This is an optimization exercise on Yosys and OpenROAD, whose aim is small area, not a production implementation. Only simulation tests tie the RTL to the original design; equivalence was not proved. Power figures rest on the tool's default switching activity, not on a simulated workload.

Setup of oak:
==> flow/design.v <==
module monopix_core #(
  parameter int unsigned N_COL = 8,
  parameter int unsigned N_ROW = 16
) (
  input  logic                   CLK_BX_PAD,
  input  logic                   RESET_BCID_PAD,
  input  logic [N_COL*N_ROW-1:0] ANA_HIT,
  input  logic                   PULSE_PAD,
  input  logic [N_COL*N_ROW-1:0] INJ_EN,
  input  logic                   FREEZE_PAD,
  input  logic                   READ_PAD,
  output logic                   TOKEN_PAD,
  output logic                   OUT_PAD,
  output logic                   HIT_OR_PAD
);
  localparam int unsigned NPix = N_COL * N_ROW;
  logic [NPix-1:0] hit, hit_q;
  logic [NPix-1:0] st_an, st_b;
  logic [NPix-1:0] pend, first;
  logic [5:0]      bcid_q;
  logic            read_q, read_edge;
  logic [26:0]     sr_q, word;
  logic            hit_or_q;
  assign hit       = ANA_HIT | ({NPix{PULSE_PAD}} & INJ_EN);
  assign read_edge = READ_PAD & ~read_q;
  assign pend      = ~st_an & ~st_b;
  logic [N_COL-1:0]            col_any, col_first;
  logic [N_COL-1:0][N_ROW-1:0] row_first;
  logic [N_COL-1:0][11:0]      col_ts;
  logic [N_COL-1:0][3:0]       col_row;
  logic [NPix-1:0][11:0]       pix_ts;
  logic [11:0]                 sel_ts;
  logic [3:0]                  sel_row;
  logic [2:0]                  sel_col;
  always_comb begin
    logic seen;
    for (int c = 0; c < int'(N_COL); c++) begin
      seen       = 1'b0;
      col_row[c] = '0;
      for (int r = 0; r < int'(N_ROW); r++) begin
        row_first[c][r] = pend[c*N_ROW+r] & ~seen;
        seen            = seen | pend[c*N_ROW+r];
        col_row[c] |= row_first[c][r] ? 4'(r) : 4'd0;
      end
      col_any[c] = seen;
    end
    seen    = 1'b0;
    sel_row = '0;
    sel_col = '0;
    for (int c = 0; c < int'(N_COL); c++) begin
      col_first[c] = col_any[c] & ~seen;
      seen         = seen | col_any[c];
      sel_row |= col_first[c] ? col_row[c] : 4'd0;
      sel_col |= col_first[c] ? 3'(c) : 3'd0;
    end
  end
  for (genvar c = 0; c < int'(N_COL); c++) begin : g_colmux
    monopix_andor #(.N(N_ROW), .W(12)) u_mux (
      .sel(row_first[c]),
      .d  (pix_ts[c*N_ROW +: N_ROW]),
      .y  (col_ts[c])
    );
  end
  monopix_andor #(.N(N_COL), .W(12)) u_colmux (.sel(col_first), .d(col_ts), .y(sel_ts));
  assign word = {3'd0, sel_col, sel_ts, 5'd0, sel_row};
  for (genvar g = 0; g < int'(NPix); g++) begin : g_pix
    logic [5:0] le_q, te_q;
    logic       grant;
    assign first[g]  = col_first[g / int'(N_ROW)] & row_first[g / int'(N_ROW)][g % int'(N_ROW)];
    assign grant     = read_edge & first[g];
    assign pix_ts[g] = {te_q, le_q};
    logic [5:0] le_d, te_d;
    monopix_hold u_le (.load(st_an[g] & ~st_b[g]), .d(bcid_q), .q(le_q), .y(le_d));
    monopix_hold u_te (.load(st_an[g]), .d(bcid_q), .q(te_q), .y(te_d));
    always_ff @(posedge CLK_BX_PAD) begin
      le_q <= le_d;
      te_q <= te_d;
    end
    always_ff @(posedge CLK_BX_PAD) begin
      hit_q[g] <= RESET_BCID_PAD | hit[g];
      if (RESET_BCID_PAD) begin
        st_an[g] <= 1'b1;
        st_b[g]  <= 1'b0;
      end else if (st_an[g]) begin
        st_an[g] <= ~st_b[g] | hit[g];
        st_b[g]  <= st_b[g] | (hit[g] & ~hit_q[g]);
      end else begin
        st_an[g] <= ~st_b[g] & grant;
        st_b[g]  <= st_b[g] & FREEZE_PAD;
      end
    end
  end
  always_ff @(posedge CLK_BX_PAD) begin
    if (RESET_BCID_PAD) begin
      bcid_q   <= '0;
      read_q   <= 1'b0;
      hit_or_q <= 1'b0;
      sr_q     <= '0;
    end else begin
      bcid_q   <= bcid_q + 6'd1;
      read_q   <= READ_PAD;
      hit_or_q <= |hit;
      sr_q     <= read_edge ? word : {sr_q[25:0], 1'b0};
    end
  end
  monopix_or #(.N(NPix)) u_token (.a(pend), .y(TOKEN_PAD));
  assign OUT_PAD    = sr_q[26];
  assign HIT_OR_PAD = hit_or_q;
endmodule
module monopix_andor #(
  parameter int unsigned N = 16,
  parameter int unsigned W = 12
) (
  input  logic [N-1:0]        sel,
  input  logic [N-1:0][W-1:0] d,
  output logic [W-1:0]        y
);
  always_comb begin
    y = '0;
    for (int i = 0; i < int'(N); i++) y |= sel[i] ? d[i] : W'(0);
  end
endmodule
module monopix_hold (
  input  logic       load,
  input  logic [5:0] d,
  input  logic [5:0] q,
  output logic [5:0] y
);
  assign y = load ? d : q;
endmodule
module monopix_or #(
  parameter int unsigned N = 128
) (
  input  logic [N-1:0] a,
  output logic         y
);
  assign y = |a;
endmodule
Settings: LEC_CHECK=0, CAP_MARGIN=20, CORE_MARGIN=2, CORE_UTILIZATION=35, PLACE_DENSITY=0.5, SLEW_MARGIN=20, SYNTH_HIERARCHICAL=1, SYNTH_MINIMUM_KEEP_SIZE=0; clock period 8.0 ns.
standard.sh (not shown) runs the stock make flow with config.mk's settings and CLKGATE_MAP_FILE= SYNTH_SCRIPT=/design/flow/synth_recipe.tcl, a recipe that flattens the netlist after the stock synthesis.
==> flow/flow/run.sh <==
#!/bin/bash
# Standard ORFS layout with three changes:
#  * abc maps the combinational logic with an area-oriented script
#    (flow/abc_area.script) in place of ORFS's delay-oriented one; the
#    flip-flops are mapped before abc runs, so they are the standard ones
#  * a leaner clock tree: no dummy loads, larger sink clusters
#  * minimum-size port buffers
set -euo pipefail
rm -rf myscripts
cp -r "$FLOW_HOME/scripts" myscripts
cp flow/abc_area.script myscripts/abc_speed.script
export CTS_ARGS="-sink_clustering_enable -repair_clock_nets -dont_use_dummy_load -sink_clustering_size 25 -sink_clustering_max_diameter 100 -buf_list {sky130_fd_sc_hd__clkbuf_16}"
export BUFFER_PORTS_ARGS="-buffer_cell sky130_fd_sc_hd__buf_1"
bash standard.sh SCRIPTS_DIR="$PWD/myscripts" finish > standard.log 2>&1
==> flow/flow/abc_area.script <==
strash
ifraig
dc2
dch -f
amap
strash
dch -f
amap
Modified inputs, pine compared to oak
Settings: a change of SLEW_MARGIN from 20 to 10; a change of CAP_MARGIN from 20 to 5.
--- a/flow/flow/abc_area.script
+++ b/flow/flow/abc_area.script
@@ -8,0 +9,4 @@
+mfs2 -a
+strash
+dch -f
+amap
Findings:
In the tables for pine and oak, total design power reads lower with pine.
Between oak and pine, the height of the die does not differ in any meaningful way.
Summary of the comparison: antenna diode instance count is lower in pine, relative to oak.
Standby leakage power (pine over oak): decrease, 0.30 nW
Diff oak -> pine | first-pass GRT wire length | up slightly
Measured against each other, pine and oak differ in last weighted congestion value of the routability-driven placer, the higher figure coming from oak.
Compared with oak, in pine number of different library cells in the post-synthesis netlist now smaller, maximum single-stage delay on the critical path now smaller.
Relative to pine, the following input files were edited for birch:
Settings: CORE_UTILIZATION changed from 35 to 40; PLACE_DENSITY changed from 0.5 to 0.55.
--- a/flow/flow/run.sh
+++ b/flow/flow/run.sh
@@ -12 +12 @@
-export CTS_ARGS="-sink_clustering_enable -repair_clock_nets -dont_use_dummy_load -sink_clustering_size 25 -sink_clustering_max_diameter 100 -buf_list {sky130_fd_sc_hd__clkbuf_16}"
+export CTS_ARGS="-sink_clustering_enable -repair_clock_nets -dont_use_dummy_load -sink_clustering_size 25 -sink_clustering_max_diameter 150 -buf_list {sky130_fd_sc_hd__clkbuf_16}"
--- a/flow/flow/abc_area.script
+++ b/flow/flow/abc_area.script
@@ -3,0 +4,3 @@
+&get -n
+&deepsyn -T 40
+&put
==> comparison <==
- birch did not stop at any stage, and its layout met the timing, design-rule and antenna checks.
- Going from pine to birch, routed wire length decreased by 3.2% relative to the old numbers, cell area after layout decreased by 820 um2 relative to the old numbers, clock-buffer cell count decreased by 4 relative to the old numbers, placement row count decreased by 6.7% relative to the old numbers, complex-gate fraction of the synthesized area decreased by 0.18 points relative to the old numbers.
- Comparing birch and pine, the higher portion of total power attributed to the clock network is on pine.
- Diff pine..birch | sequential cell area | unchanged
- Diff pine -> birch: number of cells produced by synthesis essentially unchanged, top achievable clock speed shows a reduction of 1.1%.

[afterwards: timing with drivers on the ports]
How much do the figures lean on ideal ports? The routed layouts below were timed once more, with nothing changed but the port constraints.
Step 1: set_driving_cell puts a clkbuf_16 on CLK_BX_PAD and a buf_2 on each other input, an assumption about the parent block.
Step 2 adds t to the input delays and takes it off the output delays; t is the mean of the earliest and latest rising clock arrival at the registers after step 1. Input paths then give back, and output paths get back, about the clock's delay inside the block.
Slacks: ideal ports / drivers / drivers and shift; pairs: ideal ports / drivers.
run	shift t [ns]	slack for setup (ns)	worst setup path after step 2	clock arrival spread, ns
oak	0.819	0.574 / 0.574 / 0.574	register to register	0.070 / 0.069
pine	0.825	0.726 / 0.726 / 0.726	register to register	0.089 / 0.089
birch	0.811	0.648 / 0.648 / 0.648	register to register	0.130 / 0.130
After both steps setup and hold are still met in every run listed.
